Source: an optimization exercise on an open RTL-to-GDS flow (aim: small area). Production flows keep margins and buffers that such runs may drop.
RTL that was checked went through simulation tests only; none was proved equivalent to the original.
No functional check of the RTL was part of run 4.
No activity file was given, so power comes from the tool's default toggle rates.

File: flow/constraint.sdc
create_clock -name core_clock -period 10.0 [get_ports {clk}]
set_input_delay 2.0000 -clock core_clock [delete_from_list [all_inputs] [get_ports {clk}]]
set_output_delay 2.0000 -clock core_clock [all_outputs]
set_load 0.01 [all_outputs]
File: flow/run.sh
#!/bin/bash
# synth_recipe.tcl (not shown) runs the flow's synth.tcl, then flattens the netlist and writes it again
# the make line also repeats each setting of config.mk as NAME=value (left out here)
make -C /OpenROAD-flow-scripts/flow DESIGN_CONFIG=/design/flow/config.mk WORK_HOME=/design/flow/orfs CLKGATE_MAP_FILE= SYNTH_SCRIPT=/design/flow/synth_recipe.tcl finish
File: flow/config.mk
export PLATFORM = sky130hd
export DESIGN_NAME = tiny45_top
export DESIGN_NICKNAME = tiny45_top
export VERILOG_FILES = /design/flow/design.v
export SDC_FILE = /design/flow/constraint.sdc
export NUM_CORES = 4
export LEC_CHECK = 0
export CAP_MARGIN = 20
export CORE_MARGIN = 2
export CORE_UTILIZATION = 55
export CTS_BUF_LIST = sky130_fd_sc_hd__clkbuf_16
export CTS_CLUSTER_DIAMETER = 100
export CTS_CLUSTER_SIZE = 30
export SLEW_MARGIN = 20
File: flow/design.v
package tiny45_pkg;
    localparam int counter_bits  = 3;
    typedef logic [3:0] nibble_t;
    localparam logic [6:0] op_load    = 7'b0000011;
    localparam logic [6:0] op_store   = 7'b0100011;
    localparam logic [6:0] op_alu_imm = 7'b0010011;
    localparam logic [6:0] op_alu_reg = 7'b0110011;
    localparam logic [6:0] op_lui     = 7'b0110111;
    localparam logic [6:0] op_auipc   = 7'b0010111;
endpackage
module tiny45_alu (
    input  logic                first,       
    input  logic                last,        
    input  logic                sub,         
    input  logic                slt_signed,
    input  logic                logic_op,    
    input  logic [1:0]          f,           
    input  tiny45_pkg::nibble_t a,
    input  tiny45_pkg::nibble_t b,
    input  logic                cy,          
    output tiny45_pkg::nibble_t result,
    output logic                cy_next
);
    tiny45_pkg::nibble_t b_eff;
    logic [4:0]          sum;
    logic                cin;
    logic                lt;
    assign b_eff = sub ? ~b : b;
    assign cin   = first ? sub : cy;
    assign sum   = {1'b0, a} + {1'b0, b_eff} + {4'b0000, cin};
    assign lt      = (slt_signed && (a[3] != b[3])) ? a[3] : !sum[4];
    assign cy_next = last ? lt : sum[4];
    always_comb begin
        result = sum[3:0];
        if (logic_op) begin
            case (f)
                2'b00:   result = a ^ b;
                2'b10:   result = a | b;
                2'b11:   result = a & b;
                default: result = sum[3:0];
            endcase
        end
    end
endmodule
module tiny45_registers (
    input  logic                clk,
    input  logic                swept,
    input  logic                wr_en,
    input  logic [3:0]          rs1,
    input  logic [3:0]          rs2,
    input  logic [3:0]          rd,
    input  tiny45_pkg::nibble_t data_rd,
    output tiny45_pkg::nibble_t data_rs1,
    output tiny45_pkg::nibble_t data_rs2
);
    logic [31:0] regs [1:15];
    logic [15:1] we;
    logic [15:1] keep;
    always_comb begin
        for (int i = 1; i < 16; i++) begin
            we[i]   = wr_en && (rd == 4'(i));
            keep[i] = swept && !we[i];
        end
    end
    always_ff @(posedge clk) begin
        for (int i = 1; i < 16; i++) begin
            regs[i] <= {(data_rd & {4{we[i]}}) | (regs[i][3:0] & {4{keep[i]}}), regs[i][31:4]};
        end
    end
    always_comb begin
        data_rs1 = '0;
        data_rs2 = '0;
        for (int i = 1; i < 16; i++) begin
            data_rs1 = data_rs1 | (regs[i][3:0] & {4{swept && rs1 == 4'(i)}});
            data_rs2 = data_rs2 | (regs[i][3:0] & {4{swept && rs2 == 4'(i)}});
        end
    end
endmodule
module tiny45_decoder (
    input  logic                clk,
    input  logic                swept,        
    input  logic [31:0]         instr,
    input  logic [2:0]          counter,
    input  logic                first,        
    input  logic                retired,      
    input  logic                is_store,
    input  logic                is_upper,     
    output tiny45_pkg::nibble_t imm,
    output tiny45_pkg::nibble_t pc
);
    logic [31:0] imm_word;
    logic [31:0] pc_reg;                         
    logic        pc_cy;
    logic [4:0]  pc_sum;
    tiny45_pkg::nibble_t pc_nib;
    always_comb begin
        if (is_store) begin
            imm_word = {{20{instr[31]}}, instr[31:25], instr[11:7]};
        end else if (is_upper) begin
            imm_word = {instr[31:12], 12'h000};
        end else begin
            imm_word = {{20{instr[31]}}, instr[31:20]};
        end
    end
    assign imm = imm_word[{counter, 2'b00} +: 4];
    assign pc_nib = swept ? pc_reg[3:0] : 4'h0;
    assign pc_sum = {1'b0, pc_nib} + (first ? {2'b00, retired && swept, 2'b00} : {4'b0000, pc_cy});
    assign pc     = pc_sum[3:0];
    always_ff @(posedge clk) begin
        pc_reg <= {pc_sum[3:0], pc_reg[31:4]};
        pc_cy  <= pc_sum[4];
    end
endmodule
module tiny45_core (
    input  logic                clk,
    input  logic                rstn,
    input  logic [31:0]         instr,
    input  tiny45_pkg::nibble_t data_in,
    input  logic                load_data_ready,
    output logic                instr_complete,
    output logic [31:0]         data_out,
    output logic                address_ready,
    output logic                store_data_ready
);
    logic [2:0]          counter;
    logic                first;
    logic                last;
    logic                later;                  
    logic                is_load;
    logic                is_store;
    logic                is_alu_imm;
    logic                is_alu_reg;
    logic                is_lui;
    logic                is_auipc;
    logic                is_alu;
    logic                is_slt;
    logic [2:0]          funct3;
    logic                sub;
    logic                cy;
    logic                cy_next;
    logic                wr_en;
    tiny45_pkg::nibble_t data_rd;
    tiny45_pkg::nibble_t data_rs1;
    tiny45_pkg::nibble_t data_rs2;
    tiny45_pkg::nibble_t imm;
    tiny45_pkg::nibble_t pc;
    tiny45_pkg::nibble_t alu_a;
    tiny45_pkg::nibble_t alu_b;
    tiny45_pkg::nibble_t alu_out;
    logic [31:0]         out_word;
    logic                store_data;
    assign funct3     = instr[14:12];
    assign is_load    = instr[6:0] == tiny45_pkg::op_load;
    assign is_store   = instr[6:0] == tiny45_pkg::op_store;
    assign is_alu_imm = instr[6:0] == tiny45_pkg::op_alu_imm;
    assign is_alu_reg = instr[6:0] == tiny45_pkg::op_alu_reg;
    assign is_lui     = instr[6:0] == tiny45_pkg::op_lui;
    assign is_auipc   = instr[6:0] == tiny45_pkg::op_auipc;
    assign is_alu     = is_alu_imm || is_alu_reg;
    assign is_slt     = is_alu && funct3[2:1] == 2'b01;
    assign sub        = is_slt || (is_alu_reg && instr[30] && funct3 == 3'b000);
    assign first = counter == 3'd0;
    assign last  = counter == 3'd7;
    always_ff @(posedge clk) begin
        if (!rstn) begin
            counter <= '0;
        end else begin
            counter <= counter + 3'd1;
        end
    end
    logic swept;
    always_ff @(posedge clk) begin
        swept <= rstn && (swept || last);
    end
    always_ff @(posedge clk) begin
        if (!rstn) begin
            later <= 1'b0;
        end else if (last) begin
            later <= !instr_complete;
        end
    end
    tiny45_decoder u_decoder (
        .clk      (clk),
        .swept    (swept),
        .instr    (instr),
        .counter  (counter),
        .first    (first),
        .retired  (!later),
        .is_store (is_store),
        .is_upper (is_lui || is_auipc),
        .imm      (imm),
        .pc       (pc)
    );
    tiny45_registers u_registers (
        .clk      (clk),
        .swept    (swept),
        .wr_en    (wr_en),
        .rs1      (instr[18:15]),
        .rs2      (instr[23:20]),
        .rd       (instr[10:7]),
        .data_rd  (data_rd),
        .data_rs1 (data_rs1),
        .data_rs2 (data_rs2)
    );
    assign store_data = is_store && later;
    assign alu_a = is_auipc ? pc : ((is_lui || store_data) ? 4'h0 : data_rs1);
    assign alu_b = (is_alu_reg || store_data) ? data_rs2 : imm;
    tiny45_alu u_alu (
        .first      (first),
        .last       (last),
        .sub        (sub),
        .slt_signed (!funct3[0]),
        .logic_op   (is_alu && funct3[2]),
        .f          (funct3[1:0]),
        .a          (alu_a),
        .b          (alu_b),
        .cy         (cy),
        .result     (alu_out),
        .cy_next    (cy_next)
    );
    always_ff @(posedge clk) begin
        cy <= cy_next;
    end
    always_comb begin
        if (is_load) begin
            wr_en   = load_data_ready && later;
            data_rd = data_in;
        end else if (is_slt) begin
            wr_en   = later;                     
            data_rd = {3'b000, cy && first};
        end else begin
            wr_en   = is_alu || is_lui || is_auipc;
            data_rd = alu_out;
        end
    end
    always_ff @(posedge clk) begin
        out_word <= {alu_out, out_word[31:4]};
    end
    always_comb begin
        instr_complete = 1'b0;
        if (last) begin
            if (is_slt || is_store) begin
                instr_complete = later;
            end else if (is_load) begin
                instr_complete = later && load_data_ready;
            end else begin
                instr_complete = 1'b1;
            end
        end
    end
    assign data_out         = out_word;
    assign address_ready    = last && !later && (is_load || is_store);
    assign store_data_ready = last && later && is_store;
endmodule
module tiny45_top (
    input  logic                clk,
    input  logic                rstn,
    input  logic [31:0]         instr,
    input  tiny45_pkg::nibble_t data_in,
    input  logic                load_data_ready,
    output logic                instr_complete,
    output logic [31:0]         data_out,
    output logic                address_ready,
    output logic                store_data_ready
);
    tiny45_core u_core (
        .clk              (clk),
        .rstn             (rstn),
        .instr            (instr),
        .data_in          (data_in),
        .load_data_ready  (load_data_ready),
        .instr_complete   (instr_complete),
        .data_out         (data_out),
        .address_ready    (address_ready),
        .store_data_ready (store_data_ready)
    );
endmodule
==> results of run 1 <==
==> stage by stage <==
step	util [%]	std cells	setup slack (ps)	hold slack [ps]
4_1_cts	61.4	1483	3500	319
3_5_place_dp	59.2	1458	3480	312
2_1_floorplan	-	1083	4870	310
3_3_place_gp	59.2	1458	3470	309
5_1_grt	61.4	1483	3280	337
6_report	61.4	1483	3460	321
==> cell usage in the layout (no fill, tap or decap), types with 13 or more instances in the layout <==
cell             netlist  final
dfxtp_1              551    550
nor2b_1               16     16
mux2_2                13     13
mux2i_1               58     58
nand2_1               69     69
nand3_1               44     44
ha_1                  17     17
clkdlybuf4s50_1        0     73
o21ai_0               35     35
a21oi_1               15     15
clkbuf_16              0     22
nor2_1                20     20
inv_1                 17     17
==> path summary, 6_finish.rpt <==
path,to,slack (ps),startpoint,cells past startpoint
worst min-delay path,u_core.u_registers.regs[9][7],320,u_core.u_registers.regs[9][11],0
worst max register to register,u_core.u_registers.regs[4][30],4920,u_core.swept,14
worst min register to register,u_core.u_registers.regs[9][7],320,u_core.u_registers.regs[9][11],0
worst max-delay path,instr_complete,3460,instr[6],6
==> layout make-up <==
class / instances / area, µm²
Clock buffer: 22 / 551
Clock inverter: 3 / 38.8
Fill cell: 2026 / 10300
Inverter: 17 / 63.8
Multi-Input combinational cell: 471 / 3490
Sequential cell: 551 / 11000
Tap cell: 341 / 427
Timing Repair Buffer: 78 / 768
==> power groups by stage <==
stage / Clock, mW / Sequential, mW / Combinational (mW)
floorplan: 0 / 2.32 / 0.101
global placement: 0 / 2.31 / 0.245
detailed placement: 0 / 2.31 / 0.245
CTS: 1.05 / 2.26 / 0.246
global route: 1.12 / 2.26 / 0.259
finish: 1.01 / 2.26 / 0.244
==> kinds of logic (layout without fill, tap and decap cells) <==
family | count (synthesis) | count (layout) | synth area share (%)
muxes | 82 | 82 | 6.65
xor gates and xnor gates | 8 | 8 | 0.474
DFF | 551 | 551 | 74.6
buffers and inverters | 61 | 120 | 1.78
AOI/OAI and AO/OA | 146 | 146 | 7.13
adders and majority gates | 19 | 19 | 1.71
and+or+nand+nor | 216 | 216 | 7.63
==> per-layer routing <==
layer	wire length (µm)	part of all wire, %
met1	14200	48
met2	13000	44
met3	1210	4.1
met4	1090	3.7
met5	0	0
==> worst max-delay path, cell delays in order <==
cell             delay (ps)
clkdlybuf4s50_1         410
nand4bb_1               620
nor2_1                  610
o21ai_0                 220
and2_1                  200
clkdlybuf4s50_1         480
==> metrics.yaml, run 1 <==
status: "complete, no violations"
wirelength_mm: 29.5
use_met1_pct: 29.4
drcViolationCount: 0
setup_viol: 0
p_clk_share_pct: 28.8
area_delta_synth_final_pct: 10.7
grt_use_total_pct: 20.8
cts_max_level: 1
die_h_um: 168
grt_overflow: 0
clk_pin_slew_worst_paths_ps: 100
ys.flop_type: "dfxtp_1"
clk_latency_ps: 560
synth_top_area_cell: "dfxtp_1"
synth.cell_area_mm2: 0.0148
fin_skew_ps: 30.9
clock_tree.root_cell: "clkbuf_16"
cts_tree: "built"
start_util_pct: 55.5
combPwrFrac_pct: 7.0
ios: 74
post_cts_resized: 0
synth_edf_count: 0
cts_sinks: 551
diodes: 0
crit_required_ps: 8000
synth_cell_types: 75
peakVddDrop_mv: 0.193
grt-busiest-layer: "met2"
synth.ff_latch_count: 551
numCtsBuffers: 22
groute.layer.met3.usage_pct: 3.03
vias_per_cell: 5.29
synth_top_cell_area_share_pct: 74.6
ys_seq_area_share_pct: 74.6
largest_reg_flops: 480
sw_frac_of_total_pct: 21.5
grtUsageMet2_pct: 32.7
dpl_cell_area_mm2: 0.0158
port_buffers: 73
power.internal_mw: 2.76
hp-class: "flop to flop"
core_mm2: 0.0267
synthTopCellsByCount: "dfxtp_1 (551), nand2_1 (69), mux2i_1 (58)"
setup_tns_ps: 0
synth_fp_nets: 1141
critPathKind: "primary input to output pin"
end_kind: "output pin"
yosysWarnings: 5
fmax_ghz: 0.153
cap_violations: 0
rows: 60
antenna_found_initial: 0
synth.most_common_cell: "dfxtp_1"
slew_headroom_pct: 29.5
place_congestion: 0.911
dieArea_mm2: 0.0282
p_seq_share_pct: 64.2
switchingPower_mw: 0.754
drv_slew: 0
grt_max_degree: 70
start_kind: "primary input"
vias: 7840
wire_per_inst_um: 19.9
power.density_mw_per_mm2: 215
die_w_um: 168
cp_data_arrival_time_ps: 4540
min_period_over_period_pct: 65.4
postCtsSetupRepairBufs: 0
syn_inst: 1083
fin_crit_ps: 6540
clockBufferDepth: 3
grt_pass1_wl_mm: 44.3
syn_area_per_cell_um2: 13.6
synthArstFlopShare_pct: 0
crit_fanout: 12
drive_gt1_share_pct: 5.87
dr.pass1.iters: 7
grt_pass1_vias: 7380
finalPower_mw: 3.52
final_antenna_net_count: 0
rsz0062_at_grt: "no"
p_leak_nw: 6.49
finalHoldViolations: 0
hpwl_mm: 20.5
drt_iter0_drc: 520
postCtsHoldBufs: 0
fin_nets: 1199
tightestPinTransition_ps: 1050
synthTopCellsByArea: "dfxtp_1 (75%), mux2i_1 (3.9%), nand2_1 (1.8%), nand3_1 (1.5%), ha_1 (1.4%)"
design_area_mm2: 0.0164
==> run 2: changes to the inputs <==
==> flow/flow/run.sh (new file) <==
#!/bin/bash
# Own layout flow: the standard ORFS flow, with
#  - the standard synthesis script (synth_recipe.tcl) run unchanged except that
#    ABC maps the logic with an area-oriented script (flow/abc_area.abc),
#  - port buffers made of buf_1 cells instead of the resizer's default choice.
# Each tool's full output stays in the ORFS logs under orfs/logs; make's own
# output goes to make_flow.log in this folder.
set -euo pipefail
W=$(cd "$(dirname "$0")/.." && pwd)
cd "$W"
export OWN_FLOW_DIR="$W/flow"
export FLOW_SYNTH_TCL="$W/synth_recipe.tcl"
export BUFFER_PORTS_ARGS="-buffer_cell sky130_fd_sc_hd__buf_1"
sed -e "s#SYNTH_SCRIPT=[^ ]*#SYNTH_SCRIPT=$W/flow/synth.tcl#" standard.sh > "$W/own_standard.sh"
bash "$W/own_standard.sh" finish > "$W/make_flow.log" 2>&1
test -f "$W/out/final.def"
==> flow/flow/abc_area.abc (new file) <==
&get -n
&dch -f
&nf -R 1000
&put
==> flow/flow/synth.tcl (new file) <==
# The standard flow's synthesis script, with ABC given an area-oriented mapping script.
# Flip-flops are mapped before ABC runs, so the registers are the standard ones.
proc abc {args} {
  set i [lsearch -exact $args -script]
  if { $i >= 0 } {
    set args [lreplace $args [expr {$i + 1}] [expr {$i + 1}] $::env(OWN_FLOW_DIR)/abc_area.abc]
  }
  yosys abc {*}$args
}
source $::env(FLOW_SYNTH_TCL)
==> flow/standard.sh (new file) <==
#!/bin/bash
# synth_recipe.tcl (not shown) runs the flow's synth.tcl, then flattens the netlist and writes it again
# the make line also repeats each setting of config.mk as NAME=value (left out here)
make -C /OpenROAD-flow-scripts/flow DESIGN_CONFIG=/design/flow/config.mk WORK_HOME=/design/flow/orfs CLKGATE_MAP_FILE= SYNTH_SCRIPT=/design/flow/synth_recipe.tcl "${@:-finish}"
removed: flow/run.sh
==> metrics.yaml, run 2 <==
power.density_mw_per_mm2: 225  # +4.6%
r2r-start: "u_core.swept"
layout_commonest_cell: "dfxtp_1"
yosysWarnings: 5  # unchanged
status: "complete, no violations"
hp-class: "flop to flop"
dr.pass1.iters: 5  # -2
synth.ff_latch_count: 551  # unchanged
grt_pass1_wl_mm: 40.9  # -7.6%
clk_pin_slew_worst_paths_ps: 100  # about the same
min_period_over_period_pct: 61.1  # -4.3 points
clockBufferDepth: 3  # unchanged
grt_pass1_vias: 7115  # -3.6%
finalHoldViolations: 0  # unchanged
sw_frac_of_total_pct: 20.7  # -0.78 points
peakVddDrop_mv: 0.176  # -8.8%
area_delta_synth_final_pct: 9.85
ys.flop_type: "dfxtp_1"
cts_sinks: 551  # unchanged
rows: 58  # -3.3%
hold_start: "u_core.u_registers.regs[4][8]"
combPwrFrac_pct: 3.9  # -3.1 points
drive_gt1_share_pct: 3.09  # -2.8 points
design_area_mm2: 0.0152  # -7.0%
critPathKind: "primary input to flop"
antenna_found_initial: 1  # +1
clock_tree.root_cell: "clkbuf_16"
synth_cell_types: 39  # -48%
vias: 7391  # -5.7%
postCtsSetupRepairBufs: 0  # unchanged
drcViolationCount: 0  # unchanged
clk_latency_ps: 550  # about the same
p_seq_share_pct: 65.6  # +1.4 points
place_congestion: 0.871  # -4.3%
end_kind: "flop"
synth_top_cell_area_share_pct: 79.6  # +5.0 points
port_buffers: 73  # unchanged
wirelength_mm: 27.1  # -8.3%
grt_max_degree: 34  # -51%
start_util_pct: 55.5  # about the same
crit_required_ps: 10420  # +2420 ps
syn_area_per_cell_um2: 13.5  # -1.4%
fin_skew_ps: 28.9  # -2.00 ps
rsz0062_at_grt: "no"
cap_violations: 0  # unchanged
postCtsHoldBufs: 0  # unchanged
largest_reg_flops: 480  # unchanged
final_cell_mix: "dfxtp_1 (551), nand2_1 (99), o21ai_0 (73), buf_1 (73), nor2_1 (50)"
hpwl_mm: 19.3  # -6.0%
fin_nets: 1191  # -0.67%
power.internal_mw: 2.71  # -1.8%
tightestPinTransition_ps: 774  # -280 ps
drt_iter0_drc: 625  # +20%
final_cells: 1465  # -1.2%
drv_slew: 0  # unchanged
cts_max_level: 1  # unchanged
grt_overflow: 0  # unchanged
synthTopCellsByCount: "dfxtp_1 (551), nand2_1 (99), o21ai_0 (73)"
core_mm2: 0.0250  # -6.3%
setup_viol: 0  # unchanged
post_cts_resized: 0  # unchanged
dpl_cell_area_mm2: 0.0146  # -7.5%
fin_ws_ps: 3890  # +426 ps
multi_input_area_mm2: 0.00275  # -21%
p_clk_share_pct: 30.6  # +1.8 points
synth_top_area_cell: "dfxtp_1"
syn_inst: 1029  # -5.0%
reg2regPathDepth: 20  # +6
synth.most_common_cell: "dfxtp_1"
hold_depth: 0  # unchanged
rrSetupSlack_ps: 5210  # +290 ps
synth_fp_nets: 1087  # -4.7%
cts_tree: "built"
synthTopCellsByArea: "dfxtp_1 (80%), nand2_1 (2.7%), o21ai_0 (2.6%), a221o_1 (1.7%), ha_1 (1.5%)"
ys_seq_area_share_pct: 79.6  # +5.0 points
crit_fanout: 15  # +3
placed_cells: 1439  # -1.3%
vias_per_cell: 5.05  # -4.6%
fin_crit_ps: 6110  # -426 ps
die_h_um: 163  # -3.1%
grt_use_total_pct: 20.6  # -0.15 points
finalPower_mw: 3.42  # -2.8%
r2r-end: "u_core.u_registers.regs[7][30]"
fmax_ghz: 0.164  # +7.0%
seqCellArea_mm2: 0.0110  # about the same
p_leak_nw: 5.78  # -11%
setup_tns_ps: 0  # unchanged
synthArstFlopShare_pct: 0  # unchanged
cp_data_arrival_time_ps: 6540  # +2000 ps
numCtsBuffers: 22  # unchanged
post-place-ws_ps: 3380  # -101 ps
worstHoldEndpoint: "u_core.u_registers.regs[4][4]"
slew_headroom_pct: 48.4  # +19 points
dieArea_mm2: 0.0265  # -6.1%
switchingPower_mw: 0.707  # -6.3%
final_antenna_net_count: 0  # unchanged
ios: 74  # unchanged
nFillCells: 2017  # -0.44%
wire_per_inst_um: 18.5  # -7.1%
synth.cell_area_mm2: 0.0139  # -6.3%
die_w_um: 163  # -3.1%
start_kind: "primary input"
synth_edf_count: 0  # unchanged
run 2: worst max path at each step:
stage                                            endpoint  cells after the start  startpoint  slack (ps)
after floorplan           u_core.u_registers.regs[10][30]                     19   instr[23]        4000
after global placement     u_core.u_registers.regs[4][29]                     19   instr[21]        3390
after detailed placement   u_core.u_registers.regs[5][29]                     19   instr[21]        3380
after CTS                  u_core.u_registers.regs[9][29]                     19   instr[21]        3930
after global routing       u_core.u_registers.regs[5][29]                     19   instr[21]        3540
final                      u_core.u_registers.regs[7][30]                     21   instr[21]        3890
run 2: kinds of logic (layout without fill, tap and decap cells):
group	count (synthesis)	in the layout	share of synthesized area, %
other	0	1	0
AO/OA/AOI/OAI	183	183	8.72
flip-flops	551	551	79.6
XOR/XNOR	8	8	0.506
multiplexers	5	5	0.632
AND/OR/NAND/NOR	245	245	8.19
buffers and inverters	18	123	0.488
adder cells (fa/ha/maj)	19	19	1.82
run 2: worst max-delay path, stage by stage:
cell and delay [ps]:
buf_1 330, nand2b_1 190, nor2_1 90, a22oi_1 200, nand3_1 120, a221o_1 290
a221o_1 260, a221o_1 260, a221o_1 260, a221o_1 250, o21ai_0 400, xor2_1 240
fa_1 240, clkinv_1 90, fa_1 390, xnor2_1 140, nand2_1 50, o21ai_0 110
a22oi_1 180, buf_4 280, o21ai_0 140
run 2: per-layer routing:
layer | GRT usage, % | part of all wire, % | routed length, µm
met5 | 0 | 0 | 0
met4 | 7.52 | 3.7 | 988
met3 | 3.51 | 5.3 | 1430
met2 | 32.4 | 43 | 11700
met1 | 28.9 | 48 | 13000
run 2: power by group through the flow:
stage / combinational, mW / sequential [mW] / clock, mW
after floorplan: 0.0486 / 2.30 / 0
after global placement: 0.133 / 2.29 / 0
after detailed placement: 0.133 / 2.29 / 0
after CTS: 0.133 / 2.24 / 1.08
after global routing: 0.146 / 2.24 / 1.16
final: 0.133 / 2.24 / 1.04
run 2: layout make-up:
type,instances,area share [%]
Clock inverter,2,0.304
Timing Repair Buffer,80,2.15
Antenna cell,1,0.0164
Tap cell,330,2.71
Clock buffer,23,3.78
Sequential cell,551,72.5
Inverter,18,0.444
Multi-Input combinational cell,460,18.1
run 2: through the flow:
stage          hold slack, ps  util (%)
2_1_floorplan             310         -
3_3_place_gp              310      58.4
3_5_place_dp              312      58.4
4_1_cts                   317      60.9
5_1_grt                   322      60.9
6_report                  316      60.9
==> run 3: changes to the inputs <==
--- a/flow/design.v
+++ b/flow/design.v
@@ -9,35 +9,41 @@
     localparam logic [6:0] op_auipc   = 7'b0010111;
 endpackage
 module tiny45_alu (
-    input  logic                first,       
-    input  logic                last,        
-    input  logic                sub,         
+    input  logic                first,
+    input  logic                last,
+    input  logic                sub,
     input  logic                slt_signed,
-    input  logic                logic_op,    
-    input  logic [1:0]          f,           
+    input  logic                logic_op,
+    input  logic [1:0]          f,
     input  tiny45_pkg::nibble_t a,
     input  tiny45_pkg::nibble_t b,
-    input  logic                cy,          
+    input  logic                cy,
     output tiny45_pkg::nibble_t result,
     output logic                cy_next
 );
     tiny45_pkg::nibble_t b_eff;
-    logic [4:0]          sum;
-    logic                cin;
+    tiny45_pkg::nibble_t s;
+    tiny45_pkg::nibble_t g;
+    logic [4:0]          c;
     logic                lt;
     assign b_eff = sub ? ~b : b;
-    assign cin   = first ? sub : cy;
-    assign sum   = {1'b0, a} + {1'b0, b_eff} + {4'b0000, cin};
-    assign lt      = (slt_signed && (a[3] != b[3])) ? a[3] : !sum[4];
-    assign cy_next = last ? lt : sum[4];
-    always_comb begin
-        result = sum[3:0];
+    assign c[0]  = !logic_op && (first ? sub : cy);
+    always_comb begin
+        for (int i = 0; i < 4; i++) begin
+            s[i]   = a[i] ^ b_eff[i] ^ c[i];
+            g[i]   = (a[i] & b_eff[i]) | (c[i] & (a[i] ^ b_eff[i]));
+            c[i+1] = g[i] && !logic_op;
+        end
+    end
+    assign lt      = (slt_signed && (a[3] != b[3])) ? a[3] : !g[3];
+    assign cy_next = last ? lt : g[3];
+    always_comb begin
+        result = s;
         if (logic_op) begin
             case (f)
-                2'b00:   result = a ^ b;
-                2'b10:   result = a | b;
-                2'b11:   result = a & b;
-                default: result = sum[3:0];
+                2'b10:   result = s | g;
+                2'b11:   result = g;
+                default: result = s;
             endcase
         end
     end
@@ -210,7 +216,7 @@
         .last       (last),
         .sub        (sub),
         .slt_signed (!funct3[0]),
-        .logic_op   (is_alu && funct3[2]),
+        .logic_op   (is_alu && funct3[2] && funct3[1:0] != 2'b01),
         .f          (funct3[1:0]),
         .a          (alu_a),
         .b          (alu_b),
==> flow/flow/synth.tcl (replaced) <==
# The standard flow's synthesis script, with ABC given an area-oriented mapping script
# and no adder extraction.
# Flip-flops are mapped before ABC runs, so the registers are the standard ones.
proc abc {args} {
  set i [lsearch -exact $args -script]
  if { $i >= 0 } {
    set args [lreplace $args [expr {$i + 1}] [expr {$i + 1}] $::env(OWN_FLOW_DIR)/abc_area.abc]
  }
  yosys abc {*}$args
}
# No full/half adder cells: ABC maps the adders to plain gates, which is smaller here
proc extract_fa {args} {}
source $::env(FLOW_SYNTH_TCL)
--- a/flow/config.mk
+++ b/flow/config.mk
@@ -7,7 +7,7 @@
 export LEC_CHECK = 0
 export CAP_MARGIN = 20
 export CORE_MARGIN = 2
-export CORE_UTILIZATION = 55
+export CORE_UTILIZATION = 65
 export CTS_BUF_LIST = sky130_fd_sc_hd__clkbuf_16
 export CTS_CLUSTER_DIAMETER = 100
 export CTS_CLUSTER_SIZE = 30
==> metrics.yaml, run 3 <==
status: "complete, no violations"
drt_iter0_drc: 611  # -2.2%
clk_pin_slew_worst_paths_ps: 100  # about the same
crit_slowest_cell: "or3_1"
final_antenna_net_count: 0  # unchanged
fin_skew_ps: 15.1  # -13.9 ps
critPathKind: "primary input to flop"
synth_cell_types: 36  # -7.7%
clk_latency_ps: 540  # about the same
grt_overflow: 0  # unchanged
synth_top_cell_area_share_pct: 81.6  # +2.0 points
largest_reg_flops: 480  # unchanged
r2r-end: "u_core.u_registers.regs[4][31]"
setup_tns_ps: 0  # unchanged
synthTopCellsByCount: "dfxtp_1 (551), nand2_1 (125), o21ai_0 (73)"
worst-path-stages: 24  # +14%
grt_pass1_vias: 7303  # +2.6%
crit_end: "u_core.u_registers.regs[4][31]"
synth.ff_latch_count: 551  # unchanged
grt_pass1_wl_mm: 41.4  # +1.3%
core_mm2: 0.0203  # -19%
startpoint: "instr[23]"
crit_family: "compound AO/OA/AOI/OAI gates"
synthArstFlopShare_pct: 0  # unchanged
syn_inst: 1002  # -2.6%
crit_fanout: 15  # unchanged
end_kind: "flop"
port_buffers: 73  # unchanged
fmax_ghz: 0.157  # -3.8%
cts_sinks: 551  # unchanged
dpl_cell_area_mm2: 0.0142  # -2.9%
die_w_um: 148  # -8.9%
start_util_pct: 66.6  # +11 points
vias_per_cell: 5.37  # +6.4%
wire_per_inst_um: 19.5  # +5.8%
yosysWarnings: 5  # unchanged
clockBufferDepth: 3  # unchanged
numCtsBuffers: 22  # unchanged
post_cts_resized: 0  # unchanged
cp_data_arrival_time_ps: 6810  # +270 ps
reg2regPathDepth: 23  # +15%
synth_edf_count: 0  # unchanged
fin_util_pct: 72.8  # +12 points
cts_tree: "built"
p_leak_nw: 5.59  # -3.4%
cts_max_level: 1  # unchanged
drcViolationCount: 0  # unchanged
grt_use_total_pct: 24.8  # +4.1 points
slew_headroom_pct: 29.8  # -19 points
antenna_found_initial: 1  # unchanged
clock_tree.root_cell: "clkbuf_16"
final_cell_mix: "dfxtp_1 (551), nand2_1 (125), o21ai_0 (73), buf_1 (73), nor2_1 (45)"
ys_seq_area_share_pct: 81.6  # +2.0 points
hpwl_mm: 18.1  # -5.8%
rrSetupSlack_ps: 4910  # -300 ps
synth_fp_nets: 1041  # -4.2%
dr.pass1.iters: 7  # +2
ys.flop_type: "dfxtp_1"
drv_slew: 0  # unchanged
crit_buf_inv: 2  # -1
vias: 7389  # -0.027%
r2r-start: "u_core.swept"
wirelength_mm: 26.9  # -0.57%
design_area_mm2: 0.0148  # -2.9%
area_delta_synth_final_pct: 9.33
path_cells: "buf_1 -> nand2b_1 -> nor2_1 -> a22oi_1 -> nand4_1 -> a221o_1 -> a221o_1 -> a221o_1 -> a221o_1 -> a211oi_1 -> a21oi_1 -> xnor2_1 -> xor2_1 -> a21oi_1 -> nor2_1 -> a21oi_1 -> nor3_1 -> a21oi_1 -> or3_1 -> o21a_1 -> o22ai_1 -> a22oi_1 -> buf_4 -> o21ai_0"
die_h_um: 148  # -8.9%
drive_gt1_share_pct: 2.89  # -0.19 points
place_congestion: 0.865  # -0.70%
syn_area_per_cell_um2: 13.5  # +0.22%
critPathMaxStageDelay_ps: 380  # -20 ps
synthTopCellsByArea: "dfxtp_1 (82%), nand2_1 (3.5%), o21ai_0 (2.7%), a221o_1 (2.1%), nor2_1 (1.2%)"
synth_top_area_cell: "dfxtp_1"
synth.cell_area_mm2: 0.0135  # -2.4%
dieArea_mm2: 0.0220  # -17%
cap_violations: 0  # unchanged
crit_required_ps: 10460  # +40 ps
postCtsHoldBufs: 0  # unchanged
nFillCells: 1330  # -34%
setup_viol: 0  # unchanged
postCtsSetupRepairBufs: 0  # unchanged
start_kind: "primary input"
power.density_mw_per_mm2: 227  # +1.2%
fin_nets: 1144  # -3.9%
fin_crit_ps: 6360  # +241 ps
hp-class: "flop to flop"
ios: 74  # unchanged
min_period_over_period_pct: 63.6  # +2.4 points
synth.most_common_cell: "dfxtp_1"
peakVddDrop_mv: 0.195  # +11%
layout_commonest_cell: "dfxtp_1"
rsz0062_at_grt: "no"
finalHoldViolations: 0  # unchanged
tightestPinTransition_ps: 1050  # +279 ps
grt_max_degree: 31  # -8.8%
rows: 52  # -10%
-- run 3: cell types whose count changed in the layout (fill, tap and decap cells not counted), moves of 6 or more --
| cell | delta |
|---|---|
| a21oi_1 | -7 |
| clkinv_1 | -17 |
| ha_1 | -17 |
| nand2_1 | +26 |
| nand2b_1 | -6 |
| nand3_1 | -6 |
| o22ai_1 | +7 |
-- run 3: cells by family (layout without fill, tap and decap cells) --
family                    count (synthesis)  count (layout)  share of synthesized area [%]
AOI/OAI and AO/OA                       179             179                           8.85
xor gates and xnor gates                 14              14                          0.907
buffers and inverters                     1             105                         0.0277
DFF                                     551             551                           81.6
other                                     0               1                              0
and+or+nand+nor                         257             257                           8.61
-- run 3: metal layers --
metal	GRT usage (%)	part of all wire, %	vias to the layer above
met5	0	0.041	-
met4	7.57	3.2	2
met3	3.87	5.0	60
met2	40.5	46	217
met1	34.6	45	3509
li1	-	-	3601
-- run 3: metrics by stage --
| stage | worst slack, ps | power [mW] | instances | hold slack (ps) |
|---|---|---|---|---|
| after floorplan | 3770 | 2.33 | 1002 | 310 |
| after global placement | 3330 | 2.39 | 1350 | 309 |
| after detailed placement | 3100 | 2.39 | 1350 | 312 |
| after CTS | 3650 | 3.37 | 1375 | 329 |
| after global routing | 3230 | 3.46 | 1376 | 332 |
| final | 3640 | 3.36 | 1377 | 326 |
-- run 3: cell type report --
| class | count | area [µm²] | area share, % |
|---|---|---|---|
| multi-input cells | 450 | 2490 | 16.8 |
| clock buffers | 23 | 576 | 3.89 |
| flip-flops and latches | 551 | 11000 | 74.6 |
| diodes | 1 | 2.50 | 0.0169 |
| well taps | 270 | 338 | 2.29 |
| clock inverters | 2 | 25.0 | 0.169 |
| repair buffers | 79 | 317 | 2.14 |
| inverters | 1 | 3.75 | 0.0254 |
-- run 3: where the power goes --
group          switching (mW)  leakage, nW  internal [mW]
clock                   0.598        0.295          0.420
sequential             0.0148         4.45           2.22
combinational          0.0742        0.847         0.0312
total                   0.687         5.59           2.67
-- run 3: worst reg2reg max path: cells and delay by family (launching register included) --
kind / cells / cell delay (ps)
AOI/OAI and AO/OA: 14 / 2540
xor gates and xnor gates: 2 / 490
buffers and inverters: 1 / 230
DFF: 1 / 450
and+or+nand+nor: 6 / 1300
-- run 3: worst min path at each step --
stage / slack (ps) / cells past startpoint / from / endpoint
after floorplan: 310 / 0 / u_core.u_decoder.pc_reg[4] / u_core.u_decoder.pc_reg[0]
after CTS: 330 / 0 / u_core.u_decoder.pc_reg[30] / u_core.u_decoder.pc_reg[26]
after global routing: 330 / 0 / u_core.u_decoder.pc_reg[30] / u_core.u_decoder.pc_reg[26]
after global placement: 310 / 0 / u_core.u_registers.regs[5][13] / u_core.u_registers.regs[5][9]
after detailed placement: 310 / 0 / u_core.u_decoder.pc_reg[17] / u_core.u_decoder.pc_reg[13]
final: 330 / 0 / u_core.u_registers.regs[4][6] / u_core.u_registers.regs[4][2]
==> run 4: changes to the inputs <==
--- a/flow/design.v
+++ b/flow/design.v
@@ -70,16 +70,18 @@
     end
     always_ff @(posedge clk) begin
         for (int i = 1; i < 16; i++) begin
-            regs[i] <= {(data_rd & {4{we[i]}}) | (regs[i][3:0] & {4{keep[i]}}), regs[i][31:4]};
+            regs[i] <= {we[i] ? data_rd : (regs[i][3:0] & {4{swept}}), regs[i][31:4]};
         end
     end
     always_comb begin
         data_rs1 = '0;
         data_rs2 = '0;
         for (int i = 1; i < 16; i++) begin
-            data_rs1 = data_rs1 | (regs[i][3:0] & {4{swept && rs1 == 4'(i)}});
-            data_rs2 = data_rs2 | (regs[i][3:0] & {4{swept && rs2 == 4'(i)}});
-        end
+            data_rs1 = data_rs1 | (regs[i][3:0] & {4{rs1 == 4'(i)}});
+            data_rs2 = data_rs2 | (regs[i][3:0] & {4{rs2 == 4'(i)}});
+        end
+        data_rs1 = data_rs1 & {4{swept}};
+        data_rs2 = data_rs2 & {4{swept}};
     end
 endmodule
 module tiny45_decoder (
--- a/flow/config.mk
+++ b/flow/config.mk
@@ -10,5 +10,5 @@
 export CORE_UTILIZATION = 65
 export CTS_BUF_LIST = sky130_fd_sc_hd__clkbuf_16
 export CTS_CLUSTER_DIAMETER = 100
-export CTS_CLUSTER_SIZE = 30
+export CTS_CLUSTER_SIZE = 34
 export SLEW_MARGIN = 20
==> metrics.yaml, run 4 <==
fin_nets: 1130  # -1.2%
wirelength_mm: 28.3  # +5.1%
drv_slew: 0  # unchanged
cts_max_level: 1  # unchanged
setup_tns_ps: 0  # unchanged
post_cts_resized: 0  # unchanged
critPathKind: "primary input to flop"
sw_frac_of_total_pct: 20.9  # +0.50 points
hold_depth: 0  # unchanged
clk_pin_slew_worst_paths_ps: 120  # +20 ps
cts_sinks: 551  # unchanged
nFillCells: 1274  # -4.2%
grt_pass1_vias: 7504  # +2.8%
clockBufferDepth: 3  # unchanged
hpwl_mm: 19.1  # +5.3%
largest_reg_flops: 480  # unchanged
rsz0062_at_grt: "no"
place_congestion: 0.937  # +8.3%
grt_max_degree: 69  # +120%
clock_tree.root_cell: "clkbuf_16"
setup_viol: 0  # unchanged
synth_fp_nets: 1027  # -1.3%
crit_fanout: 15  # unchanged
port_buffers: 73  # unchanged
synthArstFlopShare_pct: 0  # unchanged
reg2regPathDepth: 20  # -13%
postCtsSetupRepairBufs: 0  # unchanged
grt_pass1_wl_mm: 42.7  # +3.0%
fin_util_pct: 72.7  # -0.13 points
grt_overflow: 0  # unchanged
yosysWarnings: 5  # unchanged
p_clk_share_pct: 29.7  # -0.6 points
synthTopCellsByCount: "dfxtp_1 (551), a21oi_1 (65), nand2_1 (65)"
power.internal_mw: 2.65  # -0.95%
cap_violations: 0  # unchanged
finalHoldViolations: 0  # unchanged
rows: 52  # unchanged
slew_headroom_pct: 43.9  # +14 points
synth.ff_latch_count: 551  # unchanged
p_leak_nw: 5.60  # +0.19%
wire_per_inst_um: 20.8  # +6.2%
p_seq_share_pct: 66.8  # +0.2 points
fmax_ghz: 0.156  # -0.67%
layout_commonest_cell: "dfxtp_1"
drcViolationCount: 0  # unchanged
synth_top_cell_area_share_pct: 81.4  # -0.18 points
fin_crit_ps: 6400  # +42.7 ps
hp-class: "flop to flop"
dieArea_mm2: 0.0220  # +0.22%
core_mm2: 0.0204  # +0.32%
combPwrFrac_pct: 3.5  # +0.4 points
peakVddDrop_mv: 0.205  # +5.0%
synth_cell_types: 40  # +11%
grt_use_total_pct: 25.7  # +0.94 points
synth.most_common_cell: "dfxtp_1"
tightestPinTransition_ps: 839  # -214 ps
synthTopCellsByArea: "dfxtp_1 (81%), a21oi_1 (2.4%), nand2_1 (1.8%), o21ai_0 (1.6%), nand3_1 (1.4%)"
vias_per_cell: 5.60  # +4.4%
design_area_mm2: 0.0148  # +0.14%
postCtsHoldBufs: 0  # unchanged
drive_gt1_share_pct: 3.21  # +0.31 points
start_util_pct: 66.5  # about the same
finalPower_mw: 3.35  # -0.33%
die_w_um: 148  # +0.11%
end_kind: "flop"
final_cell_mix: "dfxtp_1 (550), buf_1 (73), nand2_1 (65), a21oi_1 (65), nor2_1 (48)"
power.density_mw_per_mm2: 226  # -0.46%
synth_top_area_cell: "dfxtp_1"
vias: 7635  # +3.3%
syn_inst: 988  # -1.4%
min_period_over_period_pct: 64.0  # +0.43 points
numCtsBuffers: 20  # -9.1%
ys_seq_area_share_pct: 81.4  # -0.18 points
syn_area_per_cell_um2: 13.7  # +1.6%
die_h_um: 148  # +0.11%
final_antenna_net_count: 0  # unchanged
synth_edf_count: 0  # unchanged
ios: 74  # unchanged
cp_data_arrival_time_ps: 6810  # about the same
synth.cell_area_mm2: 0.0135  # +0.22%
cts_tree: "built"
crit_required_ps: 10410  # -50 ps
start_kind: "primary input"
status: "complete, no violations"
antenna_found_initial: 1  # unchanged
fin_skew_ps: 22.0  # +6.93 ps
area_delta_synth_final_pct: 9.24  # about the same
ys.flop_type: "dfxtp_1"
dpl_cell_area_mm2: 0.0142  # +0.40%
clk_latency_ps: 540  # about the same
drt_iter0_drc: 741  # +21%
switchingPower_mw: 0.701  # +2.1%
dr.pass1.iters: 8  # +1
==> run 4: power groups by stage <==
stage / combinational [mW] / clock [mW] / sequential, mW
global placement: 0.113 / 0 / 2.28
floorplan: 0.0438 / 0 / 2.30
detailed placement: 0.115 / 0 / 2.29
global route: 0.124 / 1.08 / 2.24
CTS: 0.115 / 1.01 / 2.24
finish: 0.116 / 0.993 / 2.24
==> run 4: cell families after synthesis <==
| family | after synthesis | share of synthesized area, % |
|---|---|---|
| AND/OR/NAND/NOR | 212 | 7.25 |
| flip-flops | 551 | 81.4 |
| XOR/XNOR | 15 | 0.970 |
| multiplexers | 13 | 0.961 |
| buffers and inverters | 5 | 0.139 |
| AO/OA/AOI/OAI | 192 | 9.25 |
==> run 4: through the flow <==
| stage | worst slack [ps] | instances | hold WS, ps |
|---|---|---|---|
| 2_1_floorplan | 3100 | 988 | 310 |
| 3_3_place_gp | 3390 | 1339 | 310 |
| 3_5_place_dp | 3100 | 1339 | 312 |
| 4_1_cts | 3650 | 1362 | 321 |
| 5_1_grt | 3300 | 1363 | 319 |
| 6_report | 3600 | 1363 | 321 |
==> run 4: worst max-delay path: stages <==
cell	delay (ps)
buf_1	270
nand2b_1	230
nor3_1	110
a22o_1	250
a221o_1	250
a221o_1	260
a221o_1	280
a221o_1	280
a221o_1	270
a221oi_1	220
a21oi_1	110
a21oi_1	210
xnor2_1	150
o32a_1	330
nor3_1	290
a21o_1	140
clkinv_1	80
nor2_1	190
xnor2_1	150
o22ai_1	110
a22oi_1	220
buf_4	270
o21ai_0	130
==> run 4: cell type report <==
class                      count  area [µm²]  area share [%]
antenna                        1        2.50          0.0169
clock buffer                  21         526            3.55
clock inverter                 2        32.5           0.220
inverter                       5        18.8           0.127
multi-input combinational    432        2510            17.0
sequential                   551       11000            74.5
tap                          270         338            2.28
timing repair buffer          81         334            2.26
==> run 4: final timing paths <==
path | start | end | slack, ps
max | instr[15] | u_core.u_registers.regs[5][31] | 3600
min | u_core.u_registers.regs[14][13] | u_core.u_registers.regs[14][9] | 320
max reg2reg | u_core.u_registers.regs[2][1] | u_core.u_registers.regs[5][31] | 5330
min reg2reg | u_core.u_registers.regs[14][13] | u_core.u_registers.regs[14][9] | 320
==> run 4: routing by layer <==
metal	vias to the layer above	GRT usage, %	part of all wire, %	wire length [µm]
met5	-	0	0	0
met3	76	3.62	5.3	1510
met1	3667	34.6	44	12300
met2	274	43.1	48	13500
met4	0	9.00	3.5	983
li1	3618	-	-	-

-- separate check: timing with driven ports --
No port has a modelled driver above. Below, the same layouts with a new extraction and two added sets of constraints. Step 1 (the two cells are an assumption about what drives the block):
set clk [get_ports {clk}]
set_driving_cell -lib_cell sky130_fd_sc_hd__clkbuf_16 $clk
set_driving_cell -lib_cell sky130_fd_sc_hd__buf_2 [delete_from_list [all_inputs] $clk]
Step 2, shift: input delay + t, output delay - t, t = (earliest + latest rising clock arrival at the registers) / 2. This alone moves slack from input paths to output paths. Slacks: no drivers / after step 1 / after step 2; pairs: no drivers / after step 1.
run | shift t [ns] | setup WS [ns] | latest minus earliest clock arrival (ns) | worst slew at a driven data input, ns | cell pins on the clock port's net
run 1 | 0.595 | 3.460 / 3.440 / 3.386 | 0.031 / 0.031 | 0.07 | 1
run 2 | 0.583 | 3.886 / 3.895 / 3.311 | 0.031 / 0.031 | 0.07 | 1
run 3 | 0.575 | 3.644 / 3.632 / 3.057 | 0.015 / 0.015 | 0.08 | 1
run 4 | 0.575 | 3.602 / 3.617 / 3.042 | 0.023 / 0.023 | 0.08 | 1
After both steps setup and hold are still met in every run listed. The setup slack of run 3, which loses most, moves by -0.012 ns with the drivers and by -0.587 ns with both steps.
